This is an optimization exercise on Yosys and OpenROAD, whose aim is small area, a short achievable clock period and few clock cycles, not a production implementation.
At most, simulation tests tie the RTL to the original design; equivalence was not proved.
No functional check of the RTL was part of run 1.
Power figures rest on the tool's default switching activity, not on a simulated workload.

## flow/design.v (module list and top-level ports; edited modules follow where they fit)
// module conv_loader: 15 lines
// module frame_ram: 20 lines
// module conv_fa: 11 lines
// module conv_ha: 10 lines
// module conv_engine: 2598 lines
// module conv2d_top: 170 lines
module conv2d_top
(
    input  logic        i_clk,
    input  logic        i_rst,
    input  logic [9:0]  i_pix,      
    input  logic [9:0]  i_wgt,      
    output logic [26:0] o_out,      
    output logic        o_busy
);
  // ...
==> flow/run.sh <==
#!/bin/bash
# synth_recipe.tcl (not shown) runs the flow's synth.tcl, then flattens the netlist and writes it again
# the make line also repeats each setting of config.mk as NAME=value (left out here)
make -C /OpenROAD-flow-scripts/flow DESIGN_CONFIG=/design/flow/config.mk WORK_HOME=/design/flow/orfs CLKGATE_MAP_FILE= SYNTH_SCRIPT=/design/flow/synth_recipe.tcl finish
==> flow/config.mk <==
export PLATFORM = sky130hd
export DESIGN_NAME = conv2d_top
export DESIGN_NICKNAME = conv2d_top
export VERILOG_FILES = /design/flow/design.v
export SDC_FILE = /design/flow/constraint.sdc
export NUM_CORES = 4
export LEC_CHECK = 0
export CAP_MARGIN = 20
export CORE_MARGIN = 2
export CORE_UTILIZATION = 40
export SLEW_MARGIN = 20
export SYNTH_HIERARCHICAL = 1
export SYNTH_MINIMUM_KEEP_SIZE = 0
==> flow/constraint.sdc <==
create_clock -name core_clock -period 8.0 [get_ports {i_clk}]
set_input_delay 1.6000 -clock core_clock [delete_from_list [all_inputs] [get_ports {i_clk}]]
set_output_delay 1.6000 -clock core_clock [all_outputs]
set_load 0.01 [all_outputs]
==> key figures, run 1 <==
Status
  – Status: no timing/DRC/antenna violations

Synthesis
  – Post-Synthesis Cells: about 1900
  – Net count after synthesis: 2507
  – Synth area leader: fa_1
  – Seq/Total Area, Yosys: 39.9%
  – Largest family of logic cells by synthesized area: adder cells

Drt
  – Post-DRT Antenna Nets: 0
  – WL/cell: 26.9 um

Global routing
  – Met1 Track Usage GR: 29.2%
  – GRT met2 Usage: between 30% and 40%

Worst setup path
  – FF-to-FF End: u_engine.q4_s1426
  – Slowest-stage cell, CP: fa_1
  – Most Frequent Cell on Critical Path: fa_1
  – CP max stage delay: approximately 0.6 ns
  – Worst Path Max Fanout: 64
  – Worst setup SP type: register
  – Worst Setup End Kind: register
  – R2R cell count: 6
  – Crit-path cells: buf_4, and3_1, fa_1, fa_1, fa_1, fa_1

Die
  – Die X: 267 um
  – DIE HEIGHT: 267 um

Clocking
  – Post-CTS setup buffers: 0

STA
  – Final WS setup: between 4 and 5 ns
  – Hold WS: roughly 0.33 ns

Min path
  – Hold Crit Depth: 0
  – Min-Delay Endpoint: u_engine.q9_q4_s1216

Layout
  – Design area: about 30000 sq um
  – Area growth syn-to-layout: 11.3%
==> run 2: changes to the inputs <==
--- a/flow/design.v
+++ b/flow/design.v
@@ -1311,56 +1311,62 @@
     logic s1642, c1643;
     logic s1644, c1645;
     logic s1646, c1647;
     logic s1648, c1649;
     logic s1650, c1651;
     logic s1652, c1653;
     logic s1654, c1655;
     logic s1656, c1657;
+    logic q8_q4_s960;
+    logic q8_q4_s966;
+    logic q8_q4_s1216;
+    logic q8_s1484;
+    logic q8_c1485;
+    logic q8_s1486;
+    logic q8_s1556;
+    logic q8_s1602;
+    logic q8_s1636;
+    logic q8_c1637;
+    logic q8_s1638;
+    logic q8_c1639;
+    logic q8_s1640;
+    logic q8_s1612;
+    logic q8_c1641;
+    logic q8_s1642;
+    logic q8_s1616;
+    logic q8_c1643;
+    logic q8_s1644;
+    logic q8_s1618;
+    logic q8_s1620;
+    logic q8_c1645;
+    logic q8_s1646;
+    logic q8_s1624;
+    logic q8_c1647;
+    logic q8_s1648;
+    logic q8_c1625;
+    logic q8_s1626;
+    logic q8_c1649;
+    logic q8_s1650;
+    logic q8_c1651;
+    logic q8_s1652;
+    logic q8_s1630;
+    logic q8_c1653;
+    logic q8_s1654;
+    logic q8_c1655;
+    logic q8_s1656;
+    logic q8_c1657;
+    logic q8_s1634;
+    logic q8_c1635;
     logic s1658, c1659;
     logic s1660, c1661;
     logic s1662, c1663;
     logic s1664, c1665;
     logic s1666, c1667;
     logic s1668, c1669;
-    logic q9_q4_s960;
-    logic q9_q4_s966;
-    logic q9_q4_s1216;
-    logic q9_s1484;
-    logic q9_c1485;
-    logic q9_s1486;
-    logic q9_s1556;
-    logic q9_s1602;
-    logic q9_s1636;
-    logic q9_c1637;
-    logic q9_s1638;
-    logic q9_s1658;
-    logic q9_c1659;
-    logic q9_s1660;
-    logic q9_c1661;
-    logic q9_s1662;
-    logic q9_s1644;
-    logic q9_c1663;
-    logic q9_s1664;
-    logic q9_c1665;
-    logic q9_s1666;
-    logic q9_s1648;
-    logic q9_c1667;
-    logic q9_c1649;
-    logic q9_s1650;
-    logic q9_s1668;
-    logic q9_c1669;
-    logic q9_c1653;
-    logic q9_s1654;
-    logic q9_c1655;
-    logic q9_s1656;
-    logic q9_s1634;
-    logic q9_c1657;
-    logic q9_c1635;
     logic s1670, c1671;
     logic s1672, c1673;
     logic s1674, c1675;
     logic s1676, c1677;
     logic s1678, c1679;
     logic s1680, c1681;
     logic s1682, c1683;
     assign pp0 = i_win[0] & i_kernel[0] & i_keep[0];
@@ -2606,66 +2612,72 @@
     conv_fa u_s1642 (.i_a(c1611), .i_b(c1613), .i_c(s1614), .o_s(s1642), .o_c(c1643));
     conv_fa u_s1644 (.i_a(s1582), .i_b(c1615), .i_c(c1617), .o_s(s1644), .o_c(c1645));
     conv_fa u_s1646 (.i_a(c1619), .i_b(c1621), .i_c(s1622), .o_s(s1646), .o_c(c1647));
     conv_fa u_s1648 (.i_a(s1588), .i_b(s1590), .i_c(c1623), .o_s(s1648), .o_c(c1649));
     conv_fa u_s1650 (.i_a(s1594), .i_b(c1627), .i_c(s1628), .o_s(s1650), .o_c(c1651));
     conv_fa u_s1652 (.i_a(c1595), .i_b(s1596), .i_c(c1629), .o_s(s1652), .o_c(c1653));
     conv_fa u_s1654 (.i_a(s1598), .i_b(c1631), .i_c(s1632), .o_s(s1654), .o_c(c1655));
     conv_fa u_s1656 (.i_a(c1599), .i_b(s1600), .i_c(c1633), .o_s(s1656), .o_c(c1657));
-    conv_fa u_s1658 (.i_a(s1612), .i_b(c1639), .i_c(s1640), .o_s(s1658), .o_c(c1659));
-    conv_fa u_s1660 (.i_a(s1616), .i_b(c1641), .i_c(s1642), .o_s(s1660), .o_c(c1661));
-    conv_fa u_s1662 (.i_a(s1618), .i_b(s1620), .i_c(c1643), .o_s(s1662), .o_c(c1663));
-    conv_fa u_s1664 (.i_a(s1624), .i_b(c1645), .i_c(s1646), .o_s(s1664), .o_c(c1665));
-    conv_fa u_s1666 (.i_a(c1625), .i_b(s1626), .i_c(c1647), .o_s(s1666), .o_c(c1667));
-    conv_fa u_s1668 (.i_a(s1630), .i_b(c1651), .i_c(s1652), .o_s(s1668), .o_c(c1669));
-    always_ff @(posedge i_clk) q9_q4_s960 <= q4_s960;
-    always_ff @(posedge i_clk) q9_q4_s966 <= q4_s966;
-    always_ff @(posedge i_clk) q9_q4_s1216 <= q4_s1216;
-    always_ff @(posedge i_clk) q9_s1484 <= s1484;
-    always_ff @(posedge i_clk) q9_c1485 <= c1485;
-    always_ff @(posedge i_clk) q9_s1486 <= s1486;
-    always_ff @(posedge i_clk) q9_s1556 <= s1556;
-    always_ff @(posedge i_clk) q9_s1602 <= s1602;
-    always_ff @(posedge i_clk) q9_s1636 <= s1636;
-    always_ff @(posedge i_clk) q9_c1637 <= c1637;
-    always_ff @(posedge i_clk) q9_s1638 <= s1638;
-    always_ff @(posedge i_clk) q9_s1658 <= s1658;
-    always_ff @(posedge i_clk) q9_c1659 <= c1659;
-    always_ff @(posedge i_clk) q9_s1660 <= s1660;
-    always_ff @(posedge i_clk) q9_c1661 <= c1661;
-    always_ff @(posedge i_clk) q9_s1662 <= s1662;
-    always_ff @(posedge i_clk) q9_s1644 <= s1644;
-    always_ff @(posedge i_clk) q9_c1663 <= c1663;
-    always_ff @(posedge i_clk) q9_s1664 <= s1664;
-    always_ff @(posedge i_clk) q9_c1665 <= c1665;
-    always_ff @(posedge i_clk) q9_s1666 <= s1666;
-    always_ff @(posedge i_clk) q9_s1648 <= s1648;
-    always_ff @(posedge i_clk) q9_c1667 <= c1667;
-    always_ff @(posedge i_clk) q9_c1649 <= c1649;
-    always_ff @(posedge i_clk) q9_s1650 <= s1650;
-    always_ff @(posedge i_clk) q9_s1668 <= s1668;
-    always_ff @(posedge i_clk) q9_c1669 <= c1669;
-    always_ff @(posedge i_clk) q9_c1653 <= c1653;
-    always_ff @(posedge i_clk) q9_s1654 <= s1654;
-    always_ff @(posedge i_clk) q9_c1655 <= c1655;
-    always_ff @(posedge i_clk) q9_s1656 <= s1656;
-    always_ff @(posedge i_clk) q9_s1634 <= s1634;
-    always_ff @(posedge i_clk) q9_c1657 <= c1657;
-    always_ff @(posedge i_clk) q9_c1635 <= c1635;
-    conv_ha u_s1670 (.i_a(q9_c1661), .i_b(q9_s1662), .o_s(s1670), .o_c(c1671));
-    conv_ha u_s1672 (.i_a(q9_c1663), .i_b(q9_s1664), .o_s(s1672), .o_c(c1673));
-    conv_fa u_s1674 (.i_a(q9_c1665), .i_b(q9_s1666), .i_c(q9_s1648), .o_s(s1674), .o_c(c1675));
-    conv_fa u_s1676 (.i_a(q9_c1667), .i_b(q9_c1649), .i_c(q9_s1650), .o_s(s1676), .o_c(c1677));
-    conv_ha u_s1678 (.i_a(q9_c1669), .i_b(q9_c1653), .o_s(s1678), .o_c(c1679));
-    conv_ha u_s1680 (.i_a(q9_c1655), .i_b(q9_s1656), .o_s(s1680), .o_c(c1681));
-    conv_ha u_s1682 (.i_a(q9_s1634), .i_b(q9_c1657), .o_s(s1682), .o_c(c1683));
+    always_ff @(posedge i_clk) q8_q4_s960 <= q4_s960;
+    always_ff @(posedge i_clk) q8_q4_s966 <= q4_s966;
+    always_ff @(posedge i_clk) q8_q4_s1216 <= q4_s1216;
+    always_ff @(posedge i_clk) q8_s1484 <= s1484;
+    always_ff @(posedge i_clk) q8_c1485 <= c1485;
+    always_ff @(posedge i_clk) q8_s1486 <= s1486;
+    always_ff @(posedge i_clk) q8_s1556 <= s1556;
+    always_ff @(posedge i_clk) q8_s1602 <= s1602;
+    always_ff @(posedge i_clk) q8_s1636 <= s1636;
+    always_ff @(posedge i_clk) q8_c1637 <= c1637;
+    always_ff @(posedge i_clk) q8_s1638 <= s1638;
+    always_ff @(posedge i_clk) q8_c1639 <= c1639;
+    always_ff @(posedge i_clk) q8_s1640 <= s1640;
+    always_ff @(posedge i_clk) q8_s1612 <= s1612;
+    always_ff @(posedge i_clk) q8_c1641 <= c1641;
+    always_ff @(posedge i_clk) q8_s1642 <= s1642;
+    always_ff @(posedge i_clk) q8_s1616 <= s1616;
+    always_ff @(posedge i_clk) q8_c1643 <= c1643;
+    always_ff @(posedge i_clk) q8_s1644 <= s1644;
+    always_ff @(posedge i_clk) q8_s1618 <= s1618;
+    always_ff @(posedge i_clk) q8_s1620 <= s1620;
+    always_ff @(posedge i_clk) q8_c1645 <= c1645;
+    always_ff @(posedge i_clk) q8_s1646 <= s1646;
+    always_ff @(posedge i_clk) q8_s1624 <= s1624;
+    always_ff @(posedge i_clk) q8_c1647 <= c1647;
+    always_ff @(posedge i_clk) q8_s1648 <= s1648;
+    always_ff @(posedge i_clk) q8_c1625 <= c1625;
+    always_ff @(posedge i_clk) q8_s1626 <= s1626;
+    always_ff @(posedge i_clk) q8_c1649 <= c1649;
+    always_ff @(posedge i_clk) q8_s1650 <= s1650;
+    always_ff @(posedge i_clk) q8_c1651 <= c1651;
+    always_ff @(posedge i_clk) q8_s1652 <= s1652;
+    always_ff @(posedge i_clk) q8_s1630 <= s1630;
+    always_ff @(posedge i_clk) q8_c1653 <= c1653;
+    always_ff @(posedge i_clk) q8_s1654 <= s1654;
+    always_ff @(posedge i_clk) q8_c1655 <= c1655;
+    always_ff @(posedge i_clk) q8_s1656 <= s1656;
+    always_ff @(posedge i_clk) q8_c1657 <= c1657;
+    always_ff @(posedge i_clk) q8_s1634 <= s1634;
+    always_ff @(posedge i_clk) q8_c1635 <= c1635;
+    conv_ha u_s1658 (.i_a(q8_c1643), .i_b(q8_s1644), .o_s(s1658), .o_c(c1659));
+    conv_ha u_s1660 (.i_a(q8_c1645), .i_b(q8_s1646), .o_s(s1660), .o_c(c1661));
+    conv_fa u_s1662 (.i_a(q8_c1647), .i_b(q8_s1648), .i_c(q8_c1625), .o_s(s1662), .o_c(c1663));
+    conv_ha u_s1664 (.i_a(q8_c1639), .i_b(q8_s1640), .o_s(s1664), .o_c(c1665));
+    conv_fa u_s1666 (.i_a(q8_c1641), .i_b(q8_s1642), .i_c(q8_s1616), .o_s(s1666), .o_c(c1667));
+    conv_fa u_s1668 (.i_a(q8_s1618), .i_b(q8_s1620), .i_c(s1658), .o_s(s1668), .o_c(c1669));
+    conv_fa u_s1670 (.i_a(q8_s1624), .i_b(c1659), .i_c(s1660), .o_s(s1670), .o_c(c1671));
+    conv_fa u_s1672 (.i_a(q8_s1626), .i_b(c1661), .i_c(s1662), .o_s(s1672), .o_c(c1673));
+    conv_fa u_s1674 (.i_a(q8_c1649), .i_b(q8_s1650), .i_c(c1663), .o_s(s1674), .o_c(c1675));
+    conv_fa u_s1676 (.i_a(q8_c1651), .i_b(q8_s1652), .i_c(q8_s1630), .o_s(s1676), .o_c(c1677));
+    conv_ha u_s1678 (.i_a(q8_c1653), .i_b(q8_s1654), .o_s(s1678), .o_c(c1679));
+    conv_ha u_s1680 (.i_a(q8_c1655), .i_b(q8_s1656), .o_s(s1680), .o_c(c1681));
+    conv_ha u_s1682 (.i_a(q8_c1657), .i_b(q8_s1634), .o_s(s1682), .o_c(c1683));
     logic [19:0] row_a, row_b;
-    assign row_a = {1'b1, c1683, c1681, c1679, s1678, c1677, c1675, c1673, c1671, s1670, q9_c1659, q9_s1658, q9_c1637, q9_s1636, q9_s1602, q9_s1556, q9_c1485, q9_s1484, q9_q4_s966, q9_q4_s960};
-    assign row_b = {1'b0, q9_c1635, s1682, s1680, q9_s1654, q9_s1668, s1676, s1674, s1672, q9_s1644, q9_s1660, 1'b0, q9_s1638, 1'b0, 1'b0, 1'b0, q9_s1486, 1'b0, q9_q4_s1216, 1'b0};
+    assign row_a = {1'b1, c1683, c1681, c1679, c1677, c1675, c1673, c1671, c1669, c1667, c1665, s1664, q8_c1637, q8_s1636, q8_s1602, q8_s1556, q8_c1485, q8_s1484, q8_q4_s966, q8_q4_s960};
+    assign row_b = {1'b0, q8_c1635, s1682, s1680, s1678, s1676, s1674, s1672, s1670, s1668, s1666, q8_s1612, q8_s1638, 1'b0, 1'b0, 1'b0, q8_s1486, 1'b0, q8_q4_s1216, 1'b0};
     assign o_sum = row_a + row_b;
 endmodule
 module conv2d_top
 (
     input  logic        i_clk,
     input  logic        i_rst,
     input  logic [9:0]  i_pix,      
     input  logic [9:0]  i_wgt,      
==> flow/config.mk (replaced) <==
export PLATFORM = sky130hd
export DESIGN_NAME = conv2d_top
export DESIGN_NICKNAME = conv2d_top
export VERILOG_FILES = /design/flow/design.v
export SDC_FILE = /design/flow/constraint.sdc
export NUM_CORES = 4
export LEC_CHECK = 0
export CAP_MARGIN = 20
export CORE_MARGIN = 2
export CORE_UTILIZATION = 40
export CTS_CLUSTER_DIAMETER = 100
export CTS_CLUSTER_SIZE = 22
export SLEW_MARGIN = 20
export SYNTH_HIERARCHICAL = 1
export SYNTH_MINIMUM_KEEP_SIZE = 0
==> key figures, run 2 <==
Drt
  – DRC violation count after routing: 0 (unchanged)
  – Initial DRC Count: 1966 (was 1704)
  – Total number of vias: 16600 (was 16300)
  – Post-DRT Antenna Nets: 0 (unchanged)
  – WL/cell: 26.6 um (was 26.9 um)
  – Post-Route WL: 76400 um (was 76700 um)
  – Vias per cell: 5.76 (was 5.73)
  – Detailed Routing Iterations Pass 1: 6 (was 5)

Place
  – Post-detail-place hpwl: 60500 um (was 60200 um)
  – Routability cong.: 0.888 (was 0.887)
  – Area after DPL: 29200 sq um (was 28900 sq um)
  – Pre-CTS setup slack: 4.41 ns (was 4.31 ns)
  – PortBufs: 47 (unchanged)

STA
  – Fmax: 303 MHz (was 302 MHz)
  – Clock Skew: 0.0383 ns (was 0.0252 ns)
  – Final setup vio count: 0 (unchanged)
  – Max-slew violations: 0 (unchanged)
  – Period minus WS final: 3.30 ns (was 3.31 ns)
  – Worst-margin pin slew: 1.14 ns (was 0.992 ns)
  – Final setup TNS: 0 ns (unchanged)
  – RSZ-0062 raised after global routing: false (unchanged)
  – Max-slew headroom: 24.3% (was 33.6%)
  – Final hold vios: 0 (unchanged)
  – Ratio of final minimum period to clock period: 41.3% (was 41.4%)
  – Final WS setup: 4.70 ns (was 4.69 ns)

Worst setup path
  – Worst Setup EP: u_engine.q4_s1402 (was u_engine.q4_s1426)
  – Reg-to-Reg Start: keep[7] (was keep[1])
  – WP data arrival: 3.75 ns (was 3.77 ns)
  – Crit-path cells: buf_4, and3_1, fa_1, fa_1, fa_1, fa_1 (unchanged)
  – Worst EP required: 8.44 ns (was 8.46 ns)
  – Slowest-stage cell, CP: fa_1 (unchanged)
  – FF-to-FF End: u_engine.q4_s1402 (was u_engine.q4_s1426)
  – Crit path max-delay family: adder cells (unchanged)
  – Worst Setup End Kind: register (unchanged)
  – R2R cell count: 6 (unchanged)
  – CP max stage delay: 0.54 ns (was 0.59 ns)
  – Levels on crit path: 6 (unchanged)
  – Most Frequent Cell on Critical Path: fa_1 (unchanged)
  – Reg2Reg Setup Slack: 4.70 ns (was 4.69 ns)
  – CP Class: register to register (unchanged)
  – Worst Path Max Fanout: 64 (unchanged)
  – Buf/Inv on CP: 1 (unchanged)
  – Worst setup SP type: register (unchanged)
  – Critical path origin: keep[7] (was keep[1])

Synthesis
  – Seq/Total Area, Yosys: 40.0% (was 39.9%)
  – Synth top area cells: fa_1 39%, edfxtp_1 24%, dfxtp_1 16%, and3_1 11%, nand3_1 1.6% (was fa_1 39%, edfxtp_1 24%, dfxtp_1 16%, and3_1 11%, ha_1 1.5%)
  – Mean area per synthesized cell: 14.4 sq um (was 14.5 sq um)
  – Synthesized area: 27800 sq um (was 27600 sq um)
  – Yosys warning count: 14 (unchanged)
  – Synthesized flop and latch total: 444 (was 438)
  – Net count after synthesis: 2535 (was 2507)
  – Post-synthesis cell type count: 56 (was 53)
  – Main flop type after synthesis: edfxtp_1 (unchanged)
  – EDFF count, synth: 224 (unchanged)
  – Post-synth top cells: 543 x fa_1, 510 x and3_1, 224 x edfxtp_1 (was 544 x fa_1, 507 x and3_1, 224 x edfxtp_1)
  – Post-synth ARST share: 0% (unchanged)
  – Synth top area share: 39.1% (was 39.4%)
  – Count leader, synth: fa_1 (unchanged)
  – Post-Synthesis Cells: 1935 (was 1908)
  – Synth area leader: fa_1 (unchanged)

Layout
  – Commonest cells after routing, fill and taps aside: 543 x fa_1, 510 x and3_1, 224 x edfxtp_1 (was 544 x fa_1, 507 x and3_1, 224 x edfxtp_1)
  – Largest register FFs: 144 (unchanged)
  – Layout cell share with drive strength beyond 1: 3.14% (was 6.25%)
  – Largest register by flop count: u_ram.slot (unchanged)
  – Top Registers: u_ram.slot (144), u_loader.ker_q (72), out_data (20) (unchanged)
  – Final Util: 43.5% (was 44.9%)
  – Commonest non-fill, non-tap cell in the layout: fa_1 (unchanged)
  – Layout fillers: 6201 (was 6018)
  – Design area: 29900 sq um (was 30700 sq um)
  – Area growth syn-to-layout: 7.42% (was 11.3%)
  – Ant diodes: 0 (was 2)
  – Final net count: 2525 (was 2524)

Power
  – Peak supply drop: 219 uV (was 196 uV)
  – Final Power: 7840 uW (was 8730 uW)
  – Leakage: 0.0136 uW (was 0.0140 uW)
  – Power per cell area: 262 nW/um^2 (was 284 nW/um^2)

Clocking
  – CTS Buf Count: 25 (was 50)
  – TritonCTS clock tree: yes (unchanged)
  – CTS Root Cell: clkbuf_16 (unchanged)
  – Longest Clk Path Bufs: 3 (unchanged)
  – Hold-fix buffers, CTS: 0 (unchanged)
  – Worst-path clk slew: 0.09 ns (was 0.06 ns)
  – Post-CTS resize count: 0 (unchanged)
  – Post-CTS setup buffers: 0 (unchanged)
  – Worst skew pair latency: 0.60 ns (was 0.61 ns)
  – CTS sink count: 444 (was 438)
  – H-tree depth: 1 (was 2)

Global routing
  – Initial antenna violation count: 9 (was 3)
  – Met3 Track Usage GR: 2.24% (was 2.92%)
  – Vias in the first global route: 17900 (was 17800)
  – Met1 Track Usage GR: 29.7% (was 29.2%)
  – GRT met2 Usage: 34.8% (was 35.6%)
  – Largest net degree at the start of global routing: 71 (was 73)
  – Total Routing Usage GR: 21.8% (was 22.2%)
  – Grt total ovfl: 0 (unchanged)
  – Grt peak-use layer: met2 (unchanged)
  – First-pass GRT wire length: 114000 um (about the same)

Die
  – Die X: 268 um (was 267 um)
  – Starting Density: 40.5% (was 40.3%)
  – Top Ports: 50 (unchanged)
  – DIE AREA: 71700 sq um (was 71200 sq um)
  – Core area: 68700 sq um (was 68500 sq um)
  – Row Count: 96 (unchanged)
  – DIE HEIGHT: 268 um (was 267 um)

Status
  – Status: no timing/DRC/antenna violations (unchanged)

Flow run
  – Max-cap violations: 0 (unchanged)

Min path
  – Worst hold-check path type: register to register (unchanged)
==> run 2: cell families after synthesis <==
| family | share of synthesized area [%] |
|---|---|
| compound gates | 1.75 |
| xor+xnor | 0.755 |
| fa+ha+maj | 40.6 |
| buf+inv | 1.86 |
| flops | 40.0 |
| mux | 0.432 |
| other cells | 0.0135 |
| simple gates | 14.6 |
==> run 2: layout make-up <==
cell class | count | area [sq um] | share of cell area [%]
multi-input combinational | 1364 | 16200 | 54.2
sequential | 444 | 11100 | 37.2
tap | 931 | 1160 | 3.90
clock buffer | 37 | 671 | 2.24
timing repair buffer | 56 | 538 | 1.80
inverter | 34 | 128 | 0.427
clock inverter | 7 | 72.6 | 0.243
==> run 2: worst min path at each step <==
stage / from / endpoint / slack (ns) / depth (start not counted)
5_1_grt: u_engine.q4_s960 / u_engine.q8_q4_s960 / 0.35 / 0
3_5_place_dp: l_pipe[2] / out_last / 0.31 / 0
4_1_cts: u_engine.q4_s960 / u_engine.q8_q4_s960 / 0.34 / 0
3_3_place_gp: u_engine.q4_s960 / u_engine.q8_q4_s960 / 0.31 / 0
6_report: u_engine.q4_s960 / u_engine.q8_q4_s960 / 0.33 / 0
2_1_floorplan: l_pipe[1] / l_pipe[2] / 0.31 / 0
==> run 2: Yosys stat by module (local to each module, per instance) <==
module	cell area, sq um	times used	flops+latches	cells
conv_engine	8030	1	166	940
frame_ram	4320	1	144	144
conv2d_top	2370	1	62	230
conv_loader	2160	1	72	72
conv_fa	20.0	543	0	1
conv_ha	12.5	6	0	1
==> run 2: power by group <==
part           total (uW)  switching [uW]  internal (uW)
sequential           3110             269           2840
combinational        3340            1840           1500
clock                1390             779            612
total                7840            2890           4950
==> run 2: through the flow <==
step	hold slack [ns]	std cells
final	0.334	2873
after CTS	0.335	2873
after floorplan	0.310	1935
after detailed placement	0.315	2829
after global routing	0.349	2873
after global placement	0.315	2829
==> run 2: routing by layer <==
layer  wire, um  part of all wire, %
met1      29800                   39
met2      36000                   47
met3       5390                  7.1
met4       5130                  6.7
met5          0                    0
Testbench counts of run 2, summed over its fixed seeds: cycles 4,704.
==> run 3: changes to the inputs <==
--- a/flow/config.mk
+++ b/flow/config.mk
@@ -10,4 +10,4 @@
 export CORE_UTILIZATION = 40
-export CTS_CLUSTER_DIAMETER = 100
-export CTS_CLUSTER_SIZE = 22
+export CTS_CLUSTER_DIAMETER = 90
+export CTS_CLUSTER_SIZE = 26
 export SLEW_MARGIN = 20
==> key figures, run 3 <==
Min path
  – Worst hold-check path type: register to register (unchanged)
  – Hold Crit Depth: 0 (unchanged)

Die
  – Row Count: 96 (unchanged)
  – DIE HEIGHT: 268 um (unchanged)
  – Die X: 268 um (unchanged)
  – DIE AREA: 71700 sq um (unchanged)
  – Starting Density: 40.5% (unchanged)
  – Top Ports: 50 (unchanged)
  – Core area: 68700 sq um (unchanged)

STA
  – Max-slew headroom: 23.0% (was 24.3%)
  – RSZ-0062 raised after global routing: false (unchanged)
  – Fmax: 305 MHz (was 303 MHz)
  – Period minus WS final: 3.28 ns (was 3.30 ns)
  – Ratio of final minimum period to clock period: 40.9% (was 41.3%)
  – Clock Skew: 0.0210 ns (was 0.0383 ns)
  – Final setup vio count: 0 (unchanged)
  – Final setup TNS: 0 ns (unchanged)
  – Worst-margin pin slew: 1.15 ns (was 1.14 ns)
  – Max-slew violations: 0 (unchanged)
  – Final hold vios: 0 (unchanged)

Clocking
  – Hold-fix buffers, CTS: 0 (unchanged)
  – CTS sink count: 444 (unchanged)
  – Longest Clk Path Bufs: 3 (unchanged)
  – Post-CTS resize count: 0 (unchanged)
  – Post-CTS setup buffers: 0 (unchanged)
  – TritonCTS clock tree: yes (unchanged)
  – H-tree depth: 1 (unchanged)
  – Worst-path clk slew: 0.10 ns (was 0.09 ns)
  – CTS Root Cell: clkbuf_16 (unchanged)
  – Worst skew pair latency: 0.61 ns (was 0.60 ns)
  – CTS Buf Count: 26 (was 25)

Layout
  – Commonest cells after routing, fill and taps aside: 543 x fa_1, 510 x and3_1, 224 x edfxtp_1 (unchanged)
  – Largest register by flop count: u_ram.slot (unchanged)
  – Area growth syn-to-layout: 8.11% (was 7.42%)
  – Commonest non-fill, non-tap cell in the layout: fa_1 (unchanged)
  – Final Util: 43.8% (was 43.5%)
  – Top Registers: u_ram.slot (144), u_loader.ker_q (72), out_data (20) (unchanged)
  – Final net count: 2526 (was 2525)
  – Layout cell share with drive strength beyond 1: 3.60% (was 3.14%)
  – Largest register FFs: 144 (unchanged)

Drt
  – Post-Route WL: 76300 um (was 76400 um)
  – Detailed Routing Iterations Pass 1: 5 (was 6)
  – Post-DRT Antenna Nets: 0 (unchanged)
  – WL/cell: 26.5 um (was 26.6 um)
  – Vias per cell: 5.73 (was 5.76)
  – Initial DRC Count: 1905 (was 1966)
  – DRC violation count after routing: 0 (unchanged)
  – Total number of vias: 16500 (was 16600)

Power
  – Leakage: 0.0137 uW (was 0.0136 uW)
  – Peak supply drop: 195 uV (was 219 uV)
  – Power per cell area: 266 nW/um^2 (was 262 nW/um^2)

Global routing
  – GRT met2 Usage: 34.8% (about the same)
  – First-pass GRT wire length: 114000 um (about the same)
  – Initial antenna violation count: 9 (unchanged)
  – Total Routing Usage GR: 21.8% (about the same)
  – Vias in the first global route: 17800 (was 17900)
  – Grt peak-use layer: met2 (unchanged)
  – Largest net degree at the start of global routing: 71 (unchanged)
  – Grt total ovfl: 0 (unchanged)
  – Met1 Track Usage GR: 29.7% (about the same)
  – Met3 Track Usage GR: 2.23% (was 2.24%)

Worst setup path
  – Worst Setup End Kind: register (unchanged)
  – Worst setup SP type: register (unchanged)
  – Worst EP required: 8.47 ns (was 8.44 ns)
  – Worst Path Max Fanout: 64 (unchanged)
  – R2R cell count: 6 (unchanged)
  – CP Class: register to register (unchanged)
  – WP data arrival: 3.75 ns (about the same)

Synthesis
  – Synth top area cells: fa_1 39%, edfxtp_1 24%, dfxtp_1 16%, and3_1 11%, nand3_1 1.6% (unchanged)
  – Yosys warning count: 14 (unchanged)
  – Synth top area share: 39.1% (unchanged)
  – Synthesized area: 27800 sq um (unchanged)
  – Post-synth ARST share: 0% (unchanged)
  – Synth area leader: fa_1 (unchanged)
  – Synthesized flop and latch total: 444 (unchanged)
  – Post-Synthesis Cells: 1935 (unchanged)
  – Post-synth top cells: 543 x fa_1, 510 x and3_1, 224 x edfxtp_1 (unchanged)
  – Mean area per synthesized cell: 14.4 sq um (unchanged)
  – Post-synthesis cell type count: 56 (unchanged)
  – Count leader, synth: fa_1 (unchanged)
  – Main flop type after synthesis: edfxtp_1 (unchanged)
  – Net count after synthesis: 2535 (unchanged)
  – Seq/Total Area, Yosys: 40.0% (unchanged)
  – EDFF count, synth: 224 (unchanged)

Place
  – PortBufs: 47 (unchanged)
  – Routability cong.: 0.888 (unchanged)
  – Post-detail-place hpwl: 60500 um (unchanged)

Status
  – Status: no timing/DRC/antenna violations (unchanged)

Flow run
  – Max-cap violations: 0 (unchanged)
==> run 3: cell counts after synthesis <==
No cell type changed its count.
==> run 3: final timing paths <==
check / from / endpoint / slack, ns
hold reg to reg: u_engine.q4_s960 / u_engine.q8_q4_s960 / 0.34
hold / removal: u_engine.q4_s960 / u_engine.q8_q4_s960 / 0.34
setup / recovery: keep[6] / u_engine.q4_s1474 / 4.72
setup reg to reg: keep[6] / u_engine.q4_s1474 / 4.72
==> run 3: cells by family after synthesis <==
family / share of synthesized area [%]
flops: 40.0
mux: 0.432
fa+ha+maj: 40.6
other cells: 0.0135
buf+inv: 1.86
xor+xnor: 0.755
compound gates: 1.75
simple gates: 14.6
==> run 3: critical path, cell delays in order, from the launching register on <==
cell and delay, ns:
dfxtp_1 0.35, buf_4 0.42, nand3_1 0.18, fa_1 0.54, fa_1 0.56, fa_1 0.60
fa_1 0.48
==> run 3: cell type report <==
type	instances	area, sq um
Antenna cell	1	2.50
Clock buffer	36	741
Clock inverter	12	193
Fill cell	6182	38600
Inverter	34	128
Multi-Input combinational cell	1364	16200
Sequential cell	444	11100
Tap cell	931	1160
Timing Repair Buffer	56	538
==> run 3: report_power, final <==
part	total [uW]	internal [uW]	switching, uW
Combinational	3340	1500	1840
Sequential	3110	2840	269
Clock	1570	701	869
==> run 3: modules after synthesis (local to each module, per instance) <==
module	cells	times used	area, sq um
frame_ram	144	1	4320
conv_fa	1	543	20.0
conv2d_top	230	1	2370
conv_loader	72	1	2160
conv_ha	1	6	12.5
conv_engine	940	1	8030
==> run 3: per-layer routing <==
metal	vias to the layer above	share of wire (%)
met4	0	6.5
met5	-	0
met3	156	6.3
li1	6703	-
met2	820	47
met1	8806	40
==> run 3: metrics by stage <==
step | total power (uW) | area [sq um] | instances | setup WS [ns] | hold WS [ns]
global route | 8530 | 30100 | 2878 | 4.58 | 0.351
finish | 8020 | 30100 | 2878 | 4.72 | 0.337
floorplan | 5190 | 27800 | 1935 | 3.63 | 0.310
CTS | 8070 | 30100 | 2877 | 4.73 | 0.340
global placement | 6430 | 29200 | 2829 | 4.46 | 0.315
detailed placement | 6510 | 29200 | 2829 | 4.41 | 0.315
==> run 4: changes to the inputs <==
--- a/flow/config.mk
+++ b/flow/config.mk
@@ -12,2 +12,3 @@
 export CTS_CLUSTER_SIZE = 26
+export SETUP_SLACK_MARGIN = 4.85
 export SLEW_MARGIN = 20
==> key figures, run 4 <==
Worst setup path
  – Worst Path Max Fanout: 9 (was 64)
  – Crit path max-delay family: adder cells (unchanged)
  – CP max stage delay: 0.71 ns (was 0.60 ns)
  – CP Class: register to register (unchanged)
  – Crit-path cells: and3_1, fa_1, fa_1, fa_1, fa_1 (was buf_4, nand3_1, fa_1, fa_1, fa_1, fa_1)
  – Most Frequent Cell on Critical Path: fa_1 (unchanged)
  – Worst setup SP type: register (unchanged)
  – Buf/Inv on CP: 0 (was 1)
  – Worst EP required: 8.47 ns (about the same)
  – WP data arrival: 3.65 ns (was 3.75 ns)
  – Worst Setup End Kind: register (unchanged)
  – Slowest-stage cell, CP: fa_1 (unchanged)

Global routing
  – Largest net degree at the start of global routing: 73 (was 71)
  – Met1 Track Usage GR: 29.9% (was 29.7%)
  – Grt peak-use layer: met2 (unchanged)
  – Initial antenna violation count: 6 (was 9)
  – First-pass GRT wire length: 114000 um (about the same)
  – Met3 Track Usage GR: 2.21% (was 2.23%)
  – Grt total ovfl: 0 (unchanged)
  – GRT met2 Usage: 35.5% (was 34.8%)
  – Total Routing Usage GR: 21.9% (was 21.8%)
  – Vias in the first global route: 17500 (was 17800)

Synthesis
  – Mean area per synthesized cell: 14.4 sq um (unchanged)
  – EDFF count, synth: 224 (unchanged)
  – Main flop type after synthesis: edfxtp_1 (unchanged)
  – Synth area leader: fa_1 (unchanged)
  – Synth top area share: 39.1% (unchanged)
  – Synthesized flop and latch total: 444 (unchanged)
  – Post-synth top cells: 543 x fa_1, 510 x and3_1, 224 x edfxtp_1 (unchanged)
  – Count leader, synth: fa_1 (unchanged)
  – Post-synth ARST share: 0% (unchanged)
  – Synth top area cells: fa_1 39%, edfxtp_1 24%, dfxtp_1 16%, and3_1 11%, nand3_1 1.6% (unchanged)
  – Post-synthesis cell type count: 56 (unchanged)
  – Net count after synthesis: 2535 (unchanged)
  – Synthesized area: 27800 sq um (unchanged)
  – Seq/Total Area, Yosys: 40.0% (unchanged)
  – Post-Synthesis Cells: 1935 (unchanged)
  – Yosys warning count: 14 (unchanged)

Clocking
  – H-tree depth: 1 (unchanged)
  – CTS Root Cell: clkbuf_16 (unchanged)
  – Worst skew pair latency: 0.61 ns (about the same)
  – Hold-fix buffers, CTS: 0 (unchanged)
  – Longest Clk Path Bufs: 3 (unchanged)
  – CTS Buf Count: 24 (was 26)
  – TritonCTS clock tree: yes (unchanged)
  – Worst-path clk slew: 0.09 ns (was 0.10 ns)
  – CTS sink count: 444 (unchanged)

Layout
  – Largest register by flop count: u_ram.slot (unchanged)
  – Commonest cells after routing, fill and taps aside: 541 x fa_1, 510 x and3_1, 224 x edfxtp_1 (was 543 x fa_1, 510 x and3_1, 224 x edfxtp_1)
  – Commonest non-fill, non-tap cell in the layout: fa_1 (unchanged)
  – FF+latch area: 11100 sq um (about the same)
  – Top Registers: u_ram.slot (144), u_loader.ker_q (72), out_data (20) (unchanged)
  – Layout fillers: 6170 (was 6182)
  – Final net count: 2606 (was 2526)
  – Largest register FFs: 144 (unchanged)
  – Layout cell share with drive strength beyond 1: 7.56% (was 3.60%)
  – Layout Cells excl Fill: 2957 (was 2878)
  – Area growth syn-to-layout: 10.4% (was 8.11%)
  – Multi-input gate area: 16200 sq um (about the same)

Die
  – DIE AREA: 71700 sq um (unchanged)
  – Die X: 268 um (unchanged)
  – Starting Density: 40.5% (unchanged)
  – Row Count: 96 (unchanged)
  – Core area: 68700 sq um (unchanged)
  – Top Ports: 50 (unchanged)
  – DIE HEIGHT: 268 um (unchanged)

STA
  – Final setup vio count: 0 (unchanged)
  – Clock Skew: 0.0349 ns (was 0.0210 ns)
  – Final hold vios: 0 (unchanged)
  – Max-slew headroom: 33.5% (was 23.0%)
  – Worst-margin pin slew: 0.995 ns (was 1.15 ns)
  – Final WS setup: 4.82 ns (was 4.72 ns)
  – Ratio of final minimum period to clock period: 39.8% (was 40.9%)
  – Hold WS: 0.334 ns (was 0.337 ns)
  – Fmax: 314 MHz (was 305 MHz)
  – Max-slew violations: 0 (unchanged)
  – Period minus WS final: 3.18 ns (was 3.28 ns)
  – RSZ-0062 raised after global routing: true (was false)
  – Final setup TNS: 0 ns (unchanged)

Power
  – Gate power share: 43.1% (was 41.7%)
  – Clk pwr share: 18.2% (was 19.6%)
  – Leakage: 0.0141 uW (was 0.0137 uW)
  – Switching share of power: 37.3% (was 37.2%)
  – Psw: 2980 uW (about the same)
  – Peak supply drop: 190 uV (was 195 uV)
  – Power per cell area: 260 nW/um^2 (was 266 nW/um^2)
  – Final Power: 7970 uW (was 8020 uW)
  – Sequential share of power: 38.6% (was 38.8%)
  – Internal: 5000 uW (was 5040 uW)

Status
  – Status: no timing/DRC/antenna violations (unchanged)

Flow run
  – Max-cap violations: 0 (unchanged)

Drt
  – Total number of vias: 16700 (was 16500)
  – Post-DRT Antenna Nets: 0 (unchanged)
  – Detailed Routing Iterations Pass 1: 5 (unchanged)
  – DRC violation count after routing: 0 (unchanged)
  – Vias per cell: 5.66 (was 5.73)
  – Initial DRC Count: 1899 (was 1905)
  – WL/cell: 26.3 um (was 26.5 um)
  – Post-Route WL: 77800 um (was 76300 um)

Place
  – Pre-CTS setup slack: 4.47 ns (was 4.41 ns)
  – Post-detail-place hpwl: 60700 um (was 60500 um)
  – Routability cong.: 0.901 (was 0.888)
  – PortBufs: 47 (unchanged)
  – Placed cell count: 2829 (unchanged)

Min path
  – Worst hold-check path type: register to register (unchanged)
==> run 4: cell types whose count changed in the layout (fill, tap and decap cells not counted), moves of 3 or more <==
cell	before	now
buf_12	0	7
buf_4	9	77
buf_8	0	3
clkdlybuf4s50_1	47	41
dfxtp_1	220	217
dlygate4sd2_1	0	6
==> run 4: power by group through the flow <==
stage	registers, uW	clock network, uW	logic [uW]
floorplan	3080	0	2110
global placement	3150	0	3310
detailed placement	3160	0	3410
CTS	3110	1490	3420
global route	3120	1560	3810
finish	3080	1450	3440
==> run 4: path summary, 6_finish.rpt <==
path | end | cells after the start | slack [ns] | start
worst max register to register | u_engine.q4_s1460 | 5 | 4.82 | u_ram.slot[7][7]
worst min register to register | u_engine.q8_q4_s960 | 0 | 0.33 | u_engine.q4_s960
worst min-delay path | u_engine.q8_q4_s960 | 0 | 0.33 | u_engine.q4_s960
worst max-delay path | u_engine.q4_s1460 | 5 | 4.82 | u_ram.slot[7][7]
==> run 4: cells by family after synthesis <==
| group | synth area share (%) |
|---|---|
| compound gates | 1.75 |
| simple gates | 14.6 |
| xor+xnor | 0.755 |
| fa+ha+maj | 40.6 |
| other cells | 0.0135 |
| buf+inv | 1.86 |
| mux | 0.432 |
| flops | 40.0 |
==> run 4: per-module statistics from Yosys (local to each module, per instance) <==
module	flip-flops and latches	cells
conv2d_top	62	230
conv_engine	166	940
conv_fa	0	1
conv_ha	0	1
conv_loader	72	72
frame_ram	144	144
==> run 4: layout make-up <==
cell class,count,share of cell area (%)
inverters,34,0.415
diodes,2,0.0163
well taps,931,3.79
clock inverters,9,0.391
multi-input cells,1364,52.8
repair buffers,138,4.14
flip-flops and latches,444,36.3
clock buffers,35,2.22
==> run 4: repair_timing <==
item / in CTS / in global routing
cloned: 0 / 1
resized for setup: 15 / 28
endpoints found under the setup margin: 35 / 31
buffers inserted: 14 / 67
==> run 4: per-layer routing <==
metal  share of wire (%)  wire (um)
met5               0.033         26
met4                 5.5       4270
met3                 6.1       4750
met2                  48      37700
met1                  40      31100
==> run 4: per-stage QoR <==
stage               util, %  area, sq um
global placement       42.4        29200
CTS                    43.8        30100
detailed placement     42.4        29200
floorplan                 -        27800
global route           44.7        30700
finish                 44.7        30700
==> run 5: changes to the inputs <==
--- a/flow/config.mk
+++ b/flow/config.mk
@@ -12,3 +12,3 @@
 export CTS_CLUSTER_SIZE = 26
-export SETUP_SLACK_MARGIN = 4.85
+export SETUP_SLACK_MARGIN = 5
 export SLEW_MARGIN = 20
==> key figures, run 5 <==
Layout
  – Largest register by flop count: u_ram.slot (unchanged)
  – Commonest non-fill, non-tap cell in the layout: and3_1 (was fa_1)
  – Final net count: 2762 (was 2606)
  – Top Registers: u_ram.slot (144), u_loader.ker_q (72), out_data (20) (unchanged)
  – Layout cell share with drive strength beyond 1: 18.8% (was 7.56%)
  – Largest register FFs: 144 (unchanged)
  – Ant diodes: 0 (was 2)
  – Area growth syn-to-layout: 16.5% (was 10.4%)
  – Commonest cells after routing, fill and taps aside: 488 x and3_1, 464 x fa_1, 224 x edfxtp_1 (was 541 x fa_1, 510 x and3_1, 224 x edfxtp_1)

Synthesis
  – Net count after synthesis: 2535 (unchanged)
  – Post-synthesis xor/xnor area fraction: 0.755% (unchanged)
  – Synth top area share: 39.1% (unchanged)
  – Synth area leader: fa_1 (unchanged)
  – Synthesized area: 27800 sq um (unchanged)
  – Mean area per synthesized cell: 14.4 sq um (unchanged)
  – Post-Synthesis Cells: 1935 (unchanged)
  – EDFF count, synth: 224 (unchanged)
  – Post-synth ARST share: 0% (unchanged)
  – Count leader, synth: fa_1 (unchanged)
  – Synthesized flop and latch total: 444 (unchanged)
  – Post-synth top cells: 543 x fa_1, 510 x and3_1, 224 x edfxtp_1 (unchanged)
  – Largest family of logic cells by synthesized area: adder cells (unchanged)
  – Post-synthesis cell type count: 56 (unchanged)
  – Post-synthesis mux area share: 0.432% (unchanged)
  – Compound-Gate Fraction of Synth Area: 1.75% (unchanged)
  – Yosys warning count: 14 (unchanged)
  – Main flop type after synthesis: edfxtp_1 (unchanged)
  – Post-Synth Adder-Cell Area: 40.6% (unchanged)
  – Synth Area in Simple Gates: 14.6% (unchanged)
  – Synth top area cells: fa_1 39%, edfxtp_1 24%, dfxtp_1 16%, and3_1 11%, nand3_1 1.6% (unchanged)
  – Seq/Total Area, Yosys: 40.0% (unchanged)

Power
  – Final Power: 8000 uW (was 7970 uW)
  – Power per cell area: 247 nW/um^2 (was 260 nW/um^2)
  – Leakage: 0.0148 uW (was 0.0141 uW)
  – Peak supply drop: 216 uV (was 190 uV)

Global routing
  – Grt total ovfl: 0 (unchanged)
  – First-pass GRT wire length: 117000 um (was 114000 um)
  – Total Routing Usage GR: 22.4% (was 21.9%)
  – Largest net degree at the start of global routing: 73 (unchanged)
  – Vias in the first global route: 18500 (was 17500)
  – Initial antenna violation count: 4 (was 6)

Worst setup path
  – WP data arrival: 3.53 ns (was 3.65 ns)
  – Slowest-stage cell, CP: fa_2 (was fa_1)
  – Worst Path Max Fanout: 8 (was 9)
  – Crit-path cells: and3_4, fa_1, fa_2, fa_2, fa_1 (was and3_1, fa_1, fa_1, fa_1, fa_1)
  – CP Class: register to register (unchanged)
  – Worst EP required: 8.45 ns (was 8.47 ns)
  – CP max stage delay: 0.61 ns (was 0.71 ns)
  – Worst setup SP type: register (unchanged)
  – Worst Setup End Kind: register (unchanged)

Drt
  – Detailed Routing Iterations Pass 1: 7 (was 5)
  – Post-Route WL: 83000 um (was 77800 um)
  – WL/cell: 26.7 um (was 26.3 um)
  – Total number of vias: 17900 (was 16700)
  – Vias per cell: 5.75 (was 5.66)
  – DRC violation count after routing: 0 (unchanged)
  – Post-DRT Antenna Nets: 0 (unchanged)
  – Initial DRC Count: 2010 (was 1899)

STA
  – Max-slew violations: 0 (unchanged)
  – Clock Skew: 0.0331 ns (was 0.0349 ns)
  – RSZ-0062 raised after global routing: true (unchanged)
  – Final setup vio count: 0 (unchanged)
  – Max-slew headroom: 29.1% (was 33.5%)
  – Final hold vios: 0 (unchanged)
  – Final setup TNS: 0 ns (unchanged)
  – Period minus WS final: 3.08 ns (was 3.18 ns)
  – Ratio of final minimum period to clock period: 38.5% (was 39.8%)
  – Fmax: 325 MHz (was 314 MHz)
  – Worst-margin pin slew: 1.06 ns (was 0.995 ns)

Die
  – DIE AREA: 71700 sq um (unchanged)
  – DIE HEIGHT: 268 um (unchanged)
  – Starting Density: 40.5% (unchanged)
  – Top Ports: 50 (unchanged)
  – Core area: 68700 sq um (unchanged)
  – Die X: 268 um (unchanged)
  – Row Count: 96 (unchanged)

Clocking
  – Worst-path clk slew: 0.11 ns (was 0.09 ns)
  – CTS sink count: 444 (unchanged)
  – Longest Clk Path Bufs: 3 (unchanged)
  – TritonCTS clock tree: yes (unchanged)
  – H-tree depth: 1 (unchanged)
  – Worst skew pair latency: 0.60 ns (was 0.61 ns)
  – CTS Root Cell: clkbuf_16 (unchanged)
  – CTS Buf Count: 24 (unchanged)

Place
  – Routability cong.: 0.893 (was 0.901)
  – PortBufs: 47 (unchanged)
  – Post-detail-place hpwl: 60000 um (was 60700 um)

Flow run
  – Max-cap violations: 0 (unchanged)

Min path
  – Worst hold-check path type: register to register (unchanged)

Status
  – Status: no timing/DRC/antenna violations (unchanged)
-- run 5: cell counts after synthesis --
Identical to the previous run, type by type.
-- run 5: timing repair --
action | CTS | global route
pin swaps | 22 | 51
hold endpoints to repair | 0 | 0
gates resized for setup | 98 | 94
setup endpoints to repair | 115 | 54
cloned | 3 | 9
hold buffers | 0 | 0
buffers inserted | 171 | 54
-- run 5: per-module statistics from Yosys, one instance, submodules excluded --
module	flip-flops and latches	area [sq um]
conv_engine	166	8030
conv_loader	72	2160
frame_ram	144	4320
conv2d_top	62	2370
conv_ha	0	12.5
conv_fa	0	20.0
-- run 5: cells by family after synthesis --
kind of cell    count (synthesis)
compound gates                 67
mux                            11
fa+ha+maj                     578
flops                         444
buf+inv                       127
simple gates                  683
xor+xnor                       24
other cells                     1
-- run 5: metrics by stage --
stage | util [%] | cell area (sq um) | setup slack (ns) | hold WS [ns] | cells
final | 47.2 | 32400 | 4.92 | 0.335 | 3111
after global routing | 47.2 | 32400 | 4.91 | 0.343 | 3111
after CTS | 45.9 | 31500 | 4.88 | 0.337 | 3047
after detailed placement | 42.4 | 29200 | 4.38 | 0.312 | 2829
after global placement | 42.4 | 29200 | 4.45 | 0.315 | 2829
after floorplan | - | 27800 | 5.00 | 0.310 | 1935
-- run 5: metal layers --
metal,vias up,global-route usage (%),wire [um]
li1,7185,-,-
met2,1041,36.2,38700
met3,194,2.42,7280
met1,9479,30.1,31600
met4,2,11.9,5370
met5,-,0,45
-- run 5: cell type report --
class	instances	area (sq um)
multi-input cells	1364	16500
inverters	34	128
clock buffers	34	669
flip-flops and latches	444	11200
fillers	5981	36300
well taps	931	1160
clock inverters	10	153
repair buffers	294	2650
-- run 5: worst paths after layout --
| kind | from | to | slack, ns | depth (start not counted) |
|---|---|---|---|---|
| setup / recovery | u_loader.ker_q[60] | u_engine.q4_s1414 | 4.92 | 5 |
| hold / removal | u_engine.q8_q4_s960 | out_data[0] | 0.34 | 0 |
| setup reg to reg | u_loader.ker_q[60] | u_engine.q4_s1414 | 4.92 | 5 |
| hold reg to reg | u_engine.q8_q4_s960 | out_data[0] | 0.34 | 0 |
-- run 5: report_power, final --
group          leakage (uW)  switching [uW]  internal, uW  total (uW)
combinational        0.0105            1950          1540        3500
sequential          0.00394             201          2830        3040
clock              0.000396             816           651        1470
-- run 5: worst max-delay path: cells and delay by family, from the launching register on --
kind          cells  cell delay, ns
fa+ha+maj         4            2.07
flops             1            0.59
simple gates      1            0.26
==> run 6: changes to the inputs <==
--- a/flow/config.mk
+++ b/flow/config.mk
@@ -10,5 +10,2 @@
 export CORE_UTILIZATION = 40
-export CTS_CLUSTER_DIAMETER = 90
-export CTS_CLUSTER_SIZE = 26
-export SETUP_SLACK_MARGIN = 5
 export SLEW_MARGIN = 20
==> key figures, run 6 <==
Worst setup path
  – CP max stage delay: 0.56 ns (was 0.61 ns)
  – Worst setup SP type: register (unchanged)
  – Worst Path Max Fanout: 64 (was 8)
  – Crit path max-delay family: adder cells (unchanged)
  – WP data arrival: 3.72 ns (was 3.53 ns)
  – Crit-path cells: buf_4, and3_1, fa_1, fa_1, fa_1, fa_1 (was and3_4, fa_1, fa_2, fa_2, fa_1)
  – Worst Setup End Kind: register (unchanged)
  – CP Class: register to register (unchanged)
  – R2R cell count: 6 (was 5)
  – Worst EP required: 8.45 ns (about the same)
  – Most Frequent Cell on Critical Path: fa_1
  – Buf/Inv on CP: 1 (was 0)
  – Levels on crit path: 6 (was 5)
  – Reg2Reg Setup Slack: 4.73 ns (was 4.92 ns)
  – Slowest-stage cell, CP: fa_1 (was fa_2)

Layout
  – Final net count: 2549 (was 2762)
  – Layout cell share with drive strength beyond 1: 5.58% (was 18.8%)
  – Multi-input gate area: 16200 sq um (was 16500 sq um)
  – Layout Cells excl Fill: 2921 (was 3111)
  – FF+latch area: 11100 sq um (was 11200 sq um)
  – Commonest non-fill, non-tap cell in the layout: fa_1 (was and3_1)
  – Layout fillers: 6110 (was 5981)
  – Largest register FFs: 144 (unchanged)
  – Commonest cells after routing, fill and taps aside: 543 x fa_1, 510 x and3_1, 224 x edfxtp_1 (was 488 x and3_1, 464 x fa_1, 224 x edfxtp_1)
  – Ant diodes: 0 (unchanged)
  – Final Util: 44.9% (was 47.2%)
  – Top Registers: u_ram.slot (144), u_loader.ker_q (72), out_data (20) (unchanged)
  – Largest register by flop count: u_ram.slot (unchanged)
  – Area growth syn-to-layout: 10.8% (was 16.5%)

Power
  – Switching share of power: 35.2% (was 37.1%)
  – Internal: 5690 uW (was 5030 uW)
  – Sequential share of power: 35.5% (was 37.9%)
  – Peak supply drop: 205 uV (was 216 uV)
  – Psw: 3090 uW (was 2970 uW)
  – Leakage: 0.0140 uW (was 0.0148 uW)
  – Power per cell area: 285 nW/um^2 (was 247 nW/um^2)
  – Clk pwr share: 26.5% (was 18.3%)
  – Gate power share: 38.0% (was 43.7%)

Place
  – Placed cell count: 2829 (unchanged)
  – PortBufs: 47 (unchanged)
  – Post-detail-place hpwl: 60500 um (was 60000 um)
  – Routability cong.: 0.888 (was 0.893)

Global routing
  – First-pass GRT wire length: 116000 um (was 117000 um)
  – Grt total ovfl: 0 (unchanged)
  – Largest net degree at the start of global routing: 71 (was 73)
  – Total Routing Usage GR: 22.2% (was 22.4%)
  – Initial antenna violation count: 4 (unchanged)
  – Vias in the first global route: 18100 (was 18500)

Clocking
  – Worst skew pair latency: 0.61 ns (was 0.60 ns)
  – CTS Root Cell: clkbuf_16 (unchanged)
  – Post-CTS setup buffers: 0 (was 171)
  – H-tree depth: 2 (was 1)
  – Post-CTS resize count: 0 (was 98)
  – CTS Buf Count: 49 (was 24)
  – Hold-fix buffers, CTS: 0 (unchanged)
  – TritonCTS clock tree: yes (unchanged)
  – CTS sink count: 444 (unchanged)
  – Worst-path clk slew: 0.06 ns (was 0.11 ns)
  – Longest Clk Path Bufs: 3 (unchanged)

STA
  – Final setup vio count: 0 (unchanged)
  – Ratio of final minimum period to clock period: 40.8% (was 38.5%)
  – Worst-margin pin slew: 1.16 ns (was 1.06 ns)
  – Final setup TNS: 0 ns (unchanged)
  – Max-slew violations: 0 (unchanged)
  – Hold WS: 0.330 ns (was 0.335 ns)
  – Clock Skew: 0.0324 ns (was 0.0331 ns)
  – Final hold vios: 0 (unchanged)
  – RSZ-0062 raised after global routing: false (was true)
  – Period minus WS final: 3.27 ns (was 3.08 ns)
  – Max-slew headroom: 22.9% (was 29.1%)
  – Fmax: 306 MHz (was 325 MHz)

Drt
  – Detailed Routing Iterations Pass 1: 5 (was 7)
  – Vias per cell: 5.69 (was 5.75)
  – Total number of vias: 16600 (was 17900)
  – Post-DRT Antenna Nets: 0 (unchanged)
  – Initial DRC Count: 1812 (was 2010)
  – WL/cell: 26.4 um (was 26.7 um)
  – DRC violation count after routing: 0 (unchanged)
  – Post-Route WL: 77100 um (was 83000 um)

Die
  – Top Ports: 50 (unchanged)
  – Die X: 268 um (unchanged)
  – Core area: 68700 sq um (unchanged)
  – Starting Density: 40.5% (unchanged)
  – Row Count: 96 (unchanged)
  – DIE HEIGHT: 268 um (unchanged)
  – DIE AREA: 71700 sq um (unchanged)

Synthesis
  – Post-synth ARST share: 0% (unchanged)
  – Synthesized area: 27800 sq um (unchanged)
  – Net count after synthesis: 2535 (unchanged)
  – Seq/Total Area, Yosys: 40.0% (unchanged)
  – Post-Synthesis Cells: 1935 (unchanged)
  – Mean area per synthesized cell: 14.4 sq um (unchanged)
  – Synth top area share: 39.1% (unchanged)
  – Main flop type after synthesis: edfxtp_1 (unchanged)
  – Synthesized flop and latch total: 444 (unchanged)
  – Synth top area cells: fa_1 39%, edfxtp_1 24%, dfxtp_1 16%, and3_1 11%, nand3_1 1.6% (unchanged)
  – Post-synthesis cell type count: 56 (unchanged)
  – EDFF count, synth: 224 (unchanged)
  – Yosys warning count: 14 (unchanged)
  – Count leader, synth: fa_1 (unchanged)
  – Synth area leader: fa_1 (unchanged)
  – Post-synth top cells: 543 x fa_1, 510 x and3_1, 224 x edfxtp_1 (unchanged)

Min path
  – Worst hold-check path type: register to register (unchanged)
  – Hold Crit Depth: 0 (unchanged)

Status
  – Status: no timing/DRC/antenna violations (unchanged)

Flow run
  – Max-cap violations: 0 (unchanged)
[run 6: cell counts after synthesis]
No cell type changed its count.
[run 6: area by class of cell]
| cell class | instances | share of cell area, % |
|---|---|---|
| multi-input combinational | 1364 | 52.5 |
| sequential | 444 | 36.1 |
| clock buffer | 66 | 4.58 |
| tap | 931 | 3.78 |
| timing repair buffer | 56 | 1.74 |
| clock inverter | 26 | 0.864 |
| inverter | 34 | 0.414 |
[run 6: final timing paths]
| check | start | endpoint |
|---|---|---|
| hold / removal | u_engine.q4_s960 | u_engine.q8_q4_s960 |
| setup reg to reg | keep[6] | u_engine.q4_s1410 |
| hold reg to reg | u_engine.q4_s960 | u_engine.q8_q4_s960 |
| setup / recovery | keep[6] | u_engine.q4_s1410 |
[run 6: power by group through the flow]
stage / Sequential (uW) / Clock (uW) / Combinational [uW]
2_1_floorplan: 3080 / 0 / 2110
3_3_place_gp: 3150 / 0 / 3290
3_5_place_dp: 3160 / 0 / 3350
4_1_cts: 3110 / 2390 / 3360
5_1_grt: 3150 / 2480 / 3710
6_report: 3110 / 2330 / 3340
[run 6: Yosys stat by module (local to each module, per instance)]
module | area, sq um | flops+latches
conv_fa | 20.0 | 0
conv_engine | 8030 | 166
conv_ha | 12.5 | 0
frame_ram | 4320 | 144
conv_loader | 2160 | 72
conv2d_top | 2370 | 62
[run 6: stage by stage]
| stage | setup WS (ns) | power (uW) | area, sq um |
|---|---|---|---|
| floorplan | 3.63 | 5190 | 27800 |
| global placement | 4.46 | 6430 | 29200 |
| detailed placement | 4.41 | 6510 | 29200 |
| CTS | 4.72 | 8860 | 30800 |
| global route | 4.57 | 9340 | 30800 |
| finish | 4.73 | 8780 | 30800 |
[run 6: cell families (layout without fill, tap and decap cells)]
group	after synthesis	count (layout)	share of synthesized area (%)
compound gates	67	67	1.75
xor+xnor	24	24	0.755
simple gates	683	683	14.6
flops	444	444	40.0
buf+inv	127	182	1.86
other cells	1	1	0.0135
mux	11	11	0.432
fa+ha+maj	578	578	40.6
[run 6: metal layers]
layer / part of all wire, % / track usage [%] / vias up
met3: 6.8 / 3.06 / 178
met4: 6.2 / 11.8 / 0
met5: 0 / 0 / -
met2: 48 / 35.4 / 786
met1: 39 / 29.5 / 8868
li1: - / - / 6775
==> run 7: changes to the inputs <==
--- a/flow/config.mk
+++ b/flow/config.mk
@@ -9,3 +9,7 @@
 export CORE_MARGIN = 2
-export CORE_UTILIZATION = 40
+export CORE_UTILIZATION = 60
+export CTS_CLUSTER_DIAMETER = 90
+export CTS_CLUSTER_SIZE = 26
+export PLACE_DENSITY = 0.7
+export SETUP_SLACK_MARGIN = 4.85
 export SLEW_MARGIN = 20
==> key figures, run 7 <==
Drt
  – Vias per cell: 6.47 (was 5.69)
  – DRC violation count after routing: 0 (unchanged)
  – Post-Route WL: 75100 um (was 77100 um)
  – WL/cell: 28.9 um (was 26.4 um)
  – Post-DRT Antenna Nets: 0 (unchanged)
  – Initial DRC Count: 2213 (was 1812)
  – Total number of vias: 16800 (was 16600)
  – Detailed Routing Iterations Pass 1: 6 (was 5)

Clocking
  – Worst-path clk slew: 0.11 ns (was 0.06 ns)
  – Hold-fix buffers, CTS: 0 (unchanged)
  – TritonCTS clock tree: yes (unchanged)
  – H-tree depth: 1 (was 2)
  – Longest Clk Path Bufs: 3 (unchanged)
  – Worst skew pair latency: 0.59 ns (was 0.61 ns)
  – CTS Root Cell: clkbuf_16 (unchanged)
  – CTS sink count: 444 (unchanged)
  – CTS Buf Count: 22 (was 49)

STA
  – Final setup vio count: 0 (unchanged)
  – RSZ-0062 raised after global routing: true (was false)
  – Final hold vios: 0 (unchanged)
  – Period minus WS final: 3.15 ns (was 3.27 ns)
  – Clock Skew: 0.0250 ns (was 0.0324 ns)
  – Ratio of final minimum period to clock period: 39.4% (was 40.8%)
  – Max-slew violations: 0 (unchanged)
  – Worst-margin pin slew: 1.12 ns (was 1.16 ns)
  – Final setup TNS: 0 ns (unchanged)
  – Hold WS: 0.335 ns (was 0.330 ns)
  – Fmax: 317 MHz (was 306 MHz)
  – Max-slew headroom: 25.3% (was 22.9%)

Worst setup path
  – Reg-to-Reg Start: u_ram.slot[9][5] (was keep[6])
  – Worst Path Max Fanout: 9 (was 64)
  – Worst Setup End Kind: register (unchanged)
  – Worst setup SP type: register (unchanged)
  – CP Class: register to register (unchanged)
  – FF-to-FF End: u_engine.q4_s1468 (was u_engine.q4_s1410)
  – Worst EP required: 8.47 ns (was 8.45 ns)
  – R2R cell count: 5 (was 6)
  – Reg2Reg Setup Slack: 4.85 ns (was 4.73 ns)
  – WP data arrival: 3.62 ns (was 3.72 ns)

Min path
  – Hold Crit Depth: 0 (unchanged)
  – Worst hold-check path type: register to register (unchanged)
  – Critical hold path startpoint: l_pipe[1] (was u_engine.q4_s960)
  – Min-Delay Endpoint: l_pipe[2] (was u_engine.q8_q4_s960)

Synthesis
  – Synthesized area: 27800 sq um (unchanged)
  – Count leader, synth: fa_1 (unchanged)
  – Post-synth ARST share: 0% (unchanged)
  – Synth area leader: fa_1 (unchanged)
  – Yosys warning count: 14 (unchanged)
  – Post-synth top cells: 543 x fa_1, 510 x and3_1, 224 x edfxtp_1 (unchanged)
  – EDFF count, synth: 224 (unchanged)
  – Post-Synthesis Cells: 1935 (unchanged)
  – Synthesized flop and latch total: 444 (unchanged)
  – Main flop type after synthesis: edfxtp_1 (unchanged)
  – Net count after synthesis: 2535 (unchanged)
  – Post-synthesis cell type count: 56 (unchanged)
  – Synth top area cells: fa_1 39%, edfxtp_1 24%, dfxtp_1 16%, and3_1 11%, nand3_1 1.6% (unchanged)
  – Seq/Total Area, Yosys: 40.0% (unchanged)
  – Synth top area share: 39.1% (unchanged)
  – Mean area per synthesized cell: 14.4 sq um (unchanged)

Global routing
  – Initial antenna violation count: 2 (was 4)
  – Vias in the first global route: 17700 (was 18100)
  – Largest net degree at the start of global routing: 72 (was 71)
  – Grt total ovfl: 0 (unchanged)
  – Total Routing Usage GR: 32.5% (was 22.2%)
  – First-pass GRT wire length: 112000 um (was 116000 um)

Layout
  – Final net count: 2580 (was 2549)
  – Multi-input gate area: 16200 sq um (about the same)
  – Commonest non-fill, non-tap cell in the layout: fa_1 (unchanged)
  – Area growth syn-to-layout: 7.75% (was 10.8%)
  – Layout cell share with drive strength beyond 1: 6.12% (was 5.58%)
  – Layout fillers: 3282 (was 6110)
  – Largest register FFs: 144 (unchanged)
  – Commonest cells after routing, fill and taps aside: 541 x fa_1, 510 x and3_1, 224 x edfxtp_1 (was 543 x fa_1, 510 x and3_1, 224 x edfxtp_1)
  – Largest register by flop count: u_ram.slot (unchanged)
  – FF+latch area: 11100 sq um (about the same)
  – Top Registers: u_ram.slot (144), u_loader.ker_q (72), out_data (20) (unchanged)
  – Final Util: 65.8% (was 44.9%)

Place
  – Post-detail-place hpwl: 58000 um (was 60500 um)
  – Routability cong.: 0.940 (was 0.888)
  – PortBufs: 47 (unchanged)

Die
  – DIE AREA: 48100 sq um (was 71700 sq um)
  – Die X: 219 um (was 268 um)
  – Row Count: 78 (was 96)
  – Starting Density: 61.1% (was 40.5%)
  – Core area: 45600 sq um (was 68700 sq um)
  – DIE HEIGHT: 219 um (was 268 um)
  – Top Ports: 50 (unchanged)

Power
  – Power per cell area: 258 nW/um^2 (was 285 nW/um^2)
  – Leakage: 0.0139 uW (was 0.0140 uW)
  – Peak supply drop: 359 uV (was 205 uV)
  – Final Power: 7750 uW (was 8780 uW)

Status
  – Status: no timing/DRC/antenna violations (unchanged)

Flow run
  – Max-cap violations: 0 (unchanged)
## run 7: how the worst max path moves through the flow
stage          slack, ns             start  cells after the start                end
2_1_floorplan       4.98           keep[1]                      7  u_engine.q4_s1450
3_3_place_gp        4.55             i_rst                      3            keep[6]
3_5_place_dp        4.53             i_rst                      3            keep[6]
4_1_cts             4.83           keep[0]                      6  u_engine.q4_s1386
5_1_grt             4.81           keep[0]                      6  u_engine.q4_s1386
6_report            4.85  u_ram.slot[9][5]                      5  u_engine.q4_s1468
## run 7: modules after synthesis (local to each module, per instance)
| module | flip-flops and latches | area, sq um | cells inside |
|---|---|---|---|
| conv_loader | 72 | 2160 | 72 |
| conv2d_top | 62 | 2370 | 230 |
| frame_ram | 144 | 4320 | 144 |
| conv_engine | 166 | 8030 | 940 |
| conv_ha | 0 | 12.5 | 1 |
| conv_fa | 0 | 20.0 | 1 |
## run 7: through the flow
step,std cells,cell area [sq um],setup slack [ns]
global placement,2498,28700,4.55
global route,2595,30000,4.81
detailed placement,2498,28700,4.53
floorplan,1935,27800,4.98
CTS,2553,29600,4.83
finish,2596,30000,4.85
## run 7: repair_timing
| item | CTS | global route |
|---|---|---|
| buffers inserted | 16 | 40 |
| setup endpoints to repair | 64 | 36 |
| gates resized for setup | 14 | 18 |
| gates cloned | 0 | 2 |
## run 7: kinds of logic after synthesis
logic type      Yosys count  share of synthesized area [%]
xor+xnor                 24                          0.755
mux                      11                          0.432
fa+ha+maj               578                           40.6
compound gates           67                           1.75
buf+inv                 127                           1.86
flops                   444                           40.0
simple gates            683                           14.6
other cells               1                         0.0135
## run 7: layout make-up
| class | count | share of cell area [%] |
|---|---|---|
| diodes | 1 | 0.00834 |
| flip-flops and latches | 444 | 37.1 |
| clock inverters | 7 | 0.263 |
| multi-input cells | 1364 | 54.0 |
| well taps | 600 | 2.50 |
| inverters | 34 | 0.426 |
| clock buffers | 32 | 1.96 |
| repair buffers | 114 | 3.70 |
## run 7: report_power, final
group          internal [uW]  switching (uW)  leakage [uW]
sequential              2840             244       0.00394
combinational           1500            1870       0.00962
clock                    537             762      0.000321
## run 7: worst max-delay path, stage by stage, from the launching register on
cell and delay, ns:
edfxtp_1 0.71, nand3_1 0.20, fa_1 0.54, fa_1 0.65
fa_1 0.45, fa_1 0.46
## run 7: routing by layer
| metal | up-vias | GRT usage, % | routed length, um |
|---|---|---|---|
| met3 | 186 | 3.59 | 5950 |
| met1 | 8824 | 44.9 | 28400 |
| met5 | - | 0 | 0 |
| met4 | 0 | 19.1 | 5560 |
| met2 | 981 | 50.6 | 35200 |
| li1 | 6813 | - | - |

-- static timing again, ports no longer ideal --
In the flow no input, the clock included, has a driving cell. The finished layouts below were timed again as built, in two steps.
Step 1: set_driving_cell puts a clkbuf_16 on i_clk and a buf_2 on each other input, an assumption about the parent block.
Step 2 moves the port delays by t, midway between the first and last clock arrival at a register: inputs arrive t later, outputs are due t later. That takes back most of the time a late clock gives input paths.
a / b / c = ideal ports / drivers / drivers and shift; a / b = the first two.
run	t, ns	setup slack, ns	worst setup path after step 2
run 1	0.661	4.687 / 4.687 / 4.348	input to register
run 2	0.649	4.696 / 4.696 / 4.436	input to register
run 3	0.667	4.725 / 4.725 / 4.427	input to register
run 4	0.653	4.818 / 4.818 / 4.550	input to register
run 5	0.641	4.921 / 4.921 / 4.921	register to register
run 6	0.653	4.732 / 4.732 / 4.412	input to register
run 7	0.633	4.850 / 4.833 / 4.585	input to register
After both steps every run listed still meets setup and hold. For run 1, which loses most, drivers alone change the setup slack by 0.000 ns; drivers and shift together by -0.339 ns.
